What follows belongs to an exercise in optimizing a design on an open flow for small area, a short achievable clock period and few clock cycles per item; a production flow would make more cautious choices. Only simulation tests tie the RTL to the original design; equivalence was not proved.

==> flow/design.v <==
`default_nettype none
module wm_block_blender #(
    parameter  int DATA_W = 8,
    parameter  int MAX_M  = 8,
    localparam int IDX_W  = $clog2(MAX_M * MAX_M)
) (
    input  wire logic              clk,
    input  wire logic              rst,
    input  wire logic [IDX_W-1:0]  cfg_m,
    input  wire logic [DATA_W:0]   cfg_bthr,
    input  wire logic [7:0]        cfg_amin,
    input  wire logic [7:0]        cfg_amax,
    input  wire logic [7:0]        cfg_bmin,
    input  wire logic [7:0]        cfg_bmax,
    input  wire logic              s_valid,
    output logic                   s_ready,
    input  wire logic [DATA_W-1:0] s_data,
    output logic                   m_valid,
    input  wire logic              m_ready,
    output logic [DATA_W-1:0]      m_data,
    output logic                   m_last,
    output logic                   busy,
    output logic                   err
);
    localparam int GAP = 5;
    logic       rdy_q;
    logic       st_first, st_w, st_last, st_rownz;
    logic [5:0] st_k;
    logic [2:0] st_col;
    logic [5:0] ac;                  
    logic [2:0] cnt;                 
    logic [2:0] nopen;               
    logic       err_q, busy_q;
    logic [2:0] mm1;                 
    logic [5:0] nm1;                 
    logic [8:0] bthr;
    logic [7:0] amin, amax, bmin, bmax;
    logic       xfer, bad, xfer_p, xfer_w, first_ok;
    logic [5:0] cfg_nm1;
    always_comb begin
        xfer = s_valid && rdy_q;
        bad  = (cfg_m == 6'd0) || (cfg_m > 6'd8) ||
               (cfg_amin > cfg_amax) || (cfg_bmin > cfg_bmax);
        first_ok = st_first && !bad;
        xfer_p = xfer && (st_first ? !bad : !st_w);
        xfer_w = xfer && !st_first && st_w;
        case (cfg_m[2:0])
            3'd1:    cfg_nm1 = 6'd0;
            3'd2:    cfg_nm1 = 6'd3;
            3'd3:    cfg_nm1 = 6'd8;
            3'd4:    cfg_nm1 = 6'd15;
            3'd5:    cfg_nm1 = 6'd24;
            3'd6:    cfg_nm1 = 6'd35;
            3'd7:    cfg_nm1 = 6'd48;
            default: cfg_nm1 = 6'd63;
        endcase
    end
    logic [511:0] ring;
    logic         a_p, a_first, a_last, a_colnz, a_rownz;
    logic [7:0]   a_d;
    logic [7:0]   tap_up, tap_p;
    always_comb begin
        case (mm1)
            3'd0: tap_up = ring[7:0];
            3'd1: tap_up = ring[15:8];
            3'd2: tap_up = ring[23:16];
            3'd3: tap_up = ring[31:24];
            3'd4: tap_up = ring[39:32];
            3'd5: tap_up = ring[47:40];
            3'd6: tap_up = ring[55:48];
            default: tap_up = ring[63:56];
        endcase
        case (mm1)
            3'd0: tap_p = ring[8*((1  + GAP - 2) % 64) +: 8];
            3'd1: tap_p = ring[8*((4  + GAP - 2) % 64) +: 8];
            3'd2: tap_p = ring[8*((9  + GAP - 2) % 64) +: 8];
            3'd3: tap_p = ring[8*((16 + GAP - 2) % 64) +: 8];
            3'd4: tap_p = ring[8*((25 + GAP - 2) % 64) +: 8];
            3'd5: tap_p = ring[8*((36 + GAP - 2) % 64) +: 8];
            3'd6: tap_p = ring[8*((49 + GAP - 2) % 64) +: 8];
            default: tap_p = ring[8*((64 + GAP - 2) % 64) +: 8];
        endcase
    end
    always_ff @(posedge clk) begin
        ring <= {ring[503:0], a_p ? a_d : ring[511:504]};
        a_d  <= s_data;
    end
    logic [8:0]  g_sum;
    logic [7:0]  d_left, d_up;
    logic        g_v, g_first;
    logic [8:0]  g_q;
    logic [13:0] sp;
    logic [16:0] dg;
    logic        ge;
    function automatic logic [7:0] absdiff(input logic [7:0] x, input logic [7:0] y);
        logic [8:0] t;
        t = {1'b0, x} - {1'b0, y};
        absdiff = t[8] ? (8'd0 - t[7:0]) : t[7:0];
    endfunction
    always_comb begin
        d_left = a_colnz ? absdiff(a_d, ring[7:0]) : 8'd0;
        d_up   = a_rownz ? absdiff(a_d, tap_up)    : 8'd0;
        g_sum  = {1'b0, d_left} + {1'b0, d_up};
        ge     = !dg[16];
    end
    always_ff @(posedge clk) begin
        if (a_p) sp <= (a_first ? 14'd0 : sp) + {6'd0, a_d};
        g_q <= g_sum;
        if (g_v) dg <= (g_first ? 17'd0 : dg) + {8'd0, g_q} - {8'd0, bthr};
    end
    logic        q1, q2;
    logic [7:0]  uk, uq, dev, devq;
    logic [11:0] x9;
    logic [25:0] p9;
    logic [29:0] p25;
    logic [29:0] p49;
    always_comb begin
        x9  = (mm1 == 3'd5) ? sp[13:2] : sp[11:0];
        p9  = {14'd0, x9} * 26'd1821;
        p25 = {16'd0, sp} * 30'd5243;
        p49 = {16'd0, sp} * 30'd2675;
        case (mm1)
            3'd0: uk = sp[7:0];
            3'd1: uk = sp[9:2];
            3'd2: uk = p9[21:14];
            3'd3: uk = sp[11:4];
            3'd4: uk = p25[24:17];
            3'd5: uk = p9[21:14];
            3'd6: uk = p49[24:17];
            default: uk = sp[13:6];
        endcase
        dev = ge ? 8'd0 : (uq[7] ? {1'b0, uq[6:0]} : (8'd128 - uq));
    end
    logic [7:0]  x1, x2, y1, y2;
    logic        o_pix, o_last, o_ka;
    logic [16:0] s_sum, b_q;
    logic        b_pix, b_last, b_ka, b_kb;
    logic [7:0]  b_sat;
    always_comb begin
        s_sum = ({9'd0, x1} * {9'd0, y1}) + ({9'd0, x2} * {9'd0, y2});
        b_sat = (b_q[16:15] != 2'b00) ? 8'hFF : b_q[14:7];
    end
    always_ff @(posedge clk) begin
        if (q2) begin
            x1 <= amax - amin;
            x2 <= amin;
            y1 <= 8'd128 - dev;
            y2 <= 8'd128;
            devq <= dev;
        end else if (o_ka) begin
            x1 <= bmax - bmin;
            x2 <= bmin;
            y1 <= devq;
            y2 <= 8'd128;
        end else begin
            if (b_ka) x1 <= b_q[14:7];
            if (b_kb) x2 <= b_q[14:7];
            y1 <= tap_p;
            y2 <= s_data;
        end
        b_q <= s_sum;
        if (q1) uq <= uk;
    end
    logic [8:0] fb0, fb1, fb2;
    logic [1:0] fh, ft, fc;
    logic       oxfer, out_free, buf_pop, buf_push;
    logic [8:0] fb_head, b_item;
    logic [2:0] cnt_nx;
    logic [2:0] nopen_nx;
    logic [5:0] ac_nx;
    logic       first_nx, w_nx;
    always_comb begin
        oxfer    = m_valid && m_ready;
        out_free = !m_valid || m_ready;
        b_item   = {b_last, b_sat};
        case (fh)
            2'd0:    fb_head = fb0;
            2'd1:    fb_head = fb1;
            default: fb_head = fb2;
        endcase
        buf_pop  = out_free && (fc != 2'd0);
        buf_push = b_pix && !(out_free && (fc == 2'd0));
    end
    always_ff @(posedge clk) begin
        if (out_free) {m_last, m_data} <= (fc != 2'd0) ? fb_head : b_item;
        if (buf_push) begin
            case (ft)
                2'd0:    fb0 <= b_item;
                2'd1:    fb1 <= b_item;
                default: fb2 <= b_item;
            endcase
        end
    end
    always_comb begin
        cnt_nx   = cnt + {2'd0, xfer_w} - {2'd0, oxfer};
        nopen_nx = nopen + {2'd0, xfer && first_ok} - {2'd0, oxfer && m_last};
        first_nx = st_first;
        w_nx     = st_w;
        ac_nx    = ac + 6'd1;
        if (xfer) begin
            ac_nx = 6'd0;
            if (st_first) begin
                if (!bad) begin
                    first_nx = 1'b0;
                    w_nx     = (cfg_nm1 == 6'd0);
                    if (cfg_nm1 == 6'd0) ac_nx = 6'(64 - GAP);
                end
            end else if (!st_w) begin
                if (st_last) begin
                    w_nx  = 1'b1;
                    ac_nx = 6'(64 - GAP);
                end
            end else if (st_last) begin
                first_nx = 1'b1;
            end
        end
    end
    always_ff @(posedge clk or negedge rst) begin
        if (!rst) begin
            rdy_q <= 1'b0;
            st_first <= 1'b1; st_w <= 1'b0; st_last <= 1'b0; st_rownz <= 1'b0;
            st_k <= '0; st_col <= '0; ac <= '0;
            cnt <= '0; nopen <= '0; err_q <= 1'b0; busy_q <= 1'b0;
            a_p <= 1'b0; a_first <= 1'b0; a_last <= 1'b0; a_colnz <= 1'b0; a_rownz <= 1'b0;
            g_v <= 1'b0; g_first <= 1'b0;
            q1 <= 1'b0; q2 <= 1'b0;
            o_pix <= 1'b0; o_last <= 1'b0; o_ka <= 1'b0;
            b_pix <= 1'b0; b_last <= 1'b0; b_ka <= 1'b0; b_kb <= 1'b0;
            m_valid <= 1'b0;
            fh <= '0; ft <= '0; fc <= '0;
        end else begin
            rdy_q    <= first_nx || ((ac_nx == 6'd0) && (!w_nx || (cnt_nx <= 3'd3)));
            st_first <= first_nx;
            st_w     <= w_nx;
            ac       <= ac_nx;
            cnt      <= cnt_nx;
            nopen    <= nopen_nx;
            busy_q   <= (nopen_nx != 3'd0);
            err_q    <= xfer && st_first && bad;
            if (xfer) begin
                if (st_first) begin
                    st_k     <= 6'd1;
                    st_last  <= (cfg_nm1 == 6'd0) || (cfg_nm1 == 6'd1);
                    st_col   <= (cfg_m[2:0] == 3'd1) ? 3'd0 : 3'd1;
                    st_rownz <= 1'b0;
                    if (cfg_nm1 == 6'd0) st_k <= 6'd0;
                end else if (!st_w && st_last) begin
                    st_k    <= 6'd0;
                    st_last <= (nm1 == 6'd0);
                end else begin
                    st_k    <= st_k + 6'd1;
                    st_last <= ((st_k + 6'd1) == nm1);
                    if (st_col == mm1) begin
                        st_col   <= 3'd0;
                        st_rownz <= 1'b1;
                    end else begin
                        st_col <= st_col + 3'd1;
                    end
                end
            end
            a_p     <= xfer_p;
            a_first <= st_first;
            a_last  <= st_first ? (cfg_nm1 == 6'd0) : st_last;
            a_colnz <= !st_first && (st_col != 3'd0);
            a_rownz <= !st_first && st_rownz;
            g_v     <= a_p;
            g_first <= a_first;
            q1      <= a_p && a_last;
            q2      <= q1;
            o_pix  <= xfer_w;
            o_last <= st_last;
            o_ka   <= q2;
            b_pix  <= o_pix;
            b_last <= o_last;
            b_ka   <= o_ka;
            b_kb   <= b_ka;
            if (out_free) m_valid <= (fc != 2'd0) || b_pix;
            if (buf_pop)  fh <= (fh == 2'd2) ? 2'd0 : fh + 2'd1;
            if (buf_push) ft <= (ft == 2'd2) ? 2'd0 : ft + 2'd1;
            fc <= fc + {1'b0, buf_push} - {1'b0, buf_pop};
        end
    end
    always_ff @(posedge clk) begin
        if (xfer && st_first) begin
            mm1   <= cfg_m[2:0] - 3'd1;
            nm1   <= cfg_nm1;
            bthr  <= cfg_bthr;
            amin  <= cfg_amin;
            amax  <= cfg_amax;
            bmin  <= cfg_bmin;
            bmax  <= cfg_bmax;
        end
    end
    always_comb begin
        s_ready = rdy_q;
        busy    = busy_q;
        err     = err_q;
    end
endmodule
`default_nettype wire
clock: 13.0 ns
lec_check: 0
cap_margin: 20
core_margin: 2
core_utilization: 40
slew_margin: 20
run.sh (not shown) runs the stock make flow with config.mk's settings and CLKGATE_MAP_FILE= SYNTH_SCRIPT=/design/flow/synth_recipe.tcl, a recipe that flattens the netlist after the stock synthesis.
Testbench counts at the start, summed over its fixed seeds: cycles 16,896, items 7,956.
Change:
--- a/flow/design.v
+++ b/flow/design.v
@@ -23,5 +23,5 @@
     output logic                   err
 );
-    localparam int GAP = 5;
+    localparam int GAP = 8;
     logic       rdy_q;
     logic       st_first, st_w, st_last, st_rownz;
@@ -34,4 +34,5 @@
     logic [2:0] mm1;                 
     logic [5:0] nm1;                 
+    logic [6:0] nsq;                 
     logic [8:0] bthr;
     logic [7:0] amin, amax, bmin, bmax;
@@ -106,28 +107,23 @@
     always_ff @(posedge clk) begin
         if (a_p) sp <= (a_first ? 14'd0 : sp) + {6'd0, a_d};
+        else if (dv != 4'd0) sp <= sp_s2;
         g_q <= g_sum;
         if (g_v) dg <= (g_first ? 17'd0 : dg) + {8'd0, g_q} - {8'd0, bthr};
     end
-    logic        q1, q2;
-    logic [7:0]  uk, uq, dev, devq;
-    logic [11:0] x9;
-    logic [25:0] p9;
-    logic [29:0] p25;
-    logic [29:0] p49;
-    always_comb begin
-        x9  = (mm1 == 3'd5) ? sp[13:2] : sp[11:0];
-        p9  = {14'd0, x9} * 26'd1821;
-        p25 = {16'd0, sp} * 30'd5243;
-        p49 = {16'd0, sp} * 30'd2675;
-        case (mm1)
-            3'd0: uk = sp[7:0];
-            3'd1: uk = sp[9:2];
-            3'd2: uk = p9[21:14];
-            3'd3: uk = sp[11:4];
-            3'd4: uk = p25[24:17];
-            3'd5: uk = p9[21:14];
-            3'd6: uk = p49[24:17];
-            default: uk = sp[13:6];
-        endcase
+    logic [3:0]  dv;
+    logic        q2;
+    logic [7:0]  uq, dev, devq;
+    logic [13:0] sp_s1, sp_s2;
+    function automatic logic [13:0] divstep(input logic [13:0] x, input logic [6:0] n);
+        logic [6:0] t;
+        logic [7:0] d;
+        t = {x[13:8], x[7]};
+        d = {1'b0, t} - {1'b0, n};
+        divstep = {d[7] ? t[5:0] : d[5:0], x[6:0], !d[7]};
+    endfunction
+    always_comb begin
+        sp_s1 = divstep(sp, nsq);
+        sp_s2 = divstep(sp_s1, nsq);
+        uq    = sp[7:0];
         dev = ge ? 8'd0 : (uq[7] ? {1'b0, uq[6:0]} : (8'd128 - uq));
     end
@@ -160,5 +156,4 @@
         end
         b_q <= s_sum;
-        if (q1) uq <= uk;
     end
     logic [8:0] fb0, fb1, fb2;
@@ -224,5 +219,5 @@
             a_p <= 1'b0; a_first <= 1'b0; a_last <= 1'b0; a_colnz <= 1'b0; a_rownz <= 1'b0;
             g_v <= 1'b0; g_first <= 1'b0;
-            q1 <= 1'b0; q2 <= 1'b0;
+            dv <= '0; q2 <= 1'b0;
             o_pix <= 1'b0; o_last <= 1'b0; o_ka <= 1'b0;
             b_pix <= 1'b0; b_last <= 1'b0; b_ka <= 1'b0; b_kb <= 1'b0;
@@ -266,6 +261,6 @@
             g_v     <= a_p;
             g_first <= a_first;
-            q1      <= a_p && a_last;
-            q2      <= q1;
+            dv      <= {dv[2:0], a_p && a_last};
+            q2      <= dv[3];
             o_pix  <= xfer_w;
             o_last <= st_last;
@@ -285,4 +280,5 @@
             mm1   <= cfg_m[2:0] - 3'd1;
             nm1   <= cfg_nm1;
+            nsq   <= {1'b0, cfg_nm1} + 7'd1;
             bthr  <= cfg_bthr;
             amin  <= cfg_amin;
=> The new run produced a clean layout; first-iteration DRC count decreases by 27%; synthesized cell count decreases by 23%; core utilization increases by 1.1 points; global-route usage decreases by 1.2 points; worst hold slack hardly moves.
Testbench counts after the change, summed over its fixed seeds: cycles 17,472, items 7,956.

## what the ideal ports hide
How much do the figures lean on ideal ports? The routed layouts below were timed once more, with nothing changed but the port constraints. Step 1: set_driving_cell puts a clkbuf_16 on clk and a buf_2 on each other input, an assumption about the parent block. Step 2 times the ports against the registers' clock, not the clock port: input delays grow and output delays shrink by t, the midpoint of the rising clock arrivals with the driver on. a / b / c = no drivers / after step 1 / after step 2; a / b = the first two.
| run | t, ns | setup WS [ns] | worst setup path at the end | worst register clock-pin slew, ns | worst slew at a driven data input, ns |
|---|---|---|---|---|---|
| the first run | 0.682 | 6.326 / 6.326 / 6.326 | register to register | 0.07 / 0.07 | 0.11 |
| the second run | 0.666 | 6.826 / 6.859 / 6.193 | input to register | 0.07 / 0.07 | 0.11 |
After both steps every run listed still meets setup and hold. The setup slack of the second run, which loses most, moves by +0.033 ns with the drivers and by -0.633 ns with both steps.
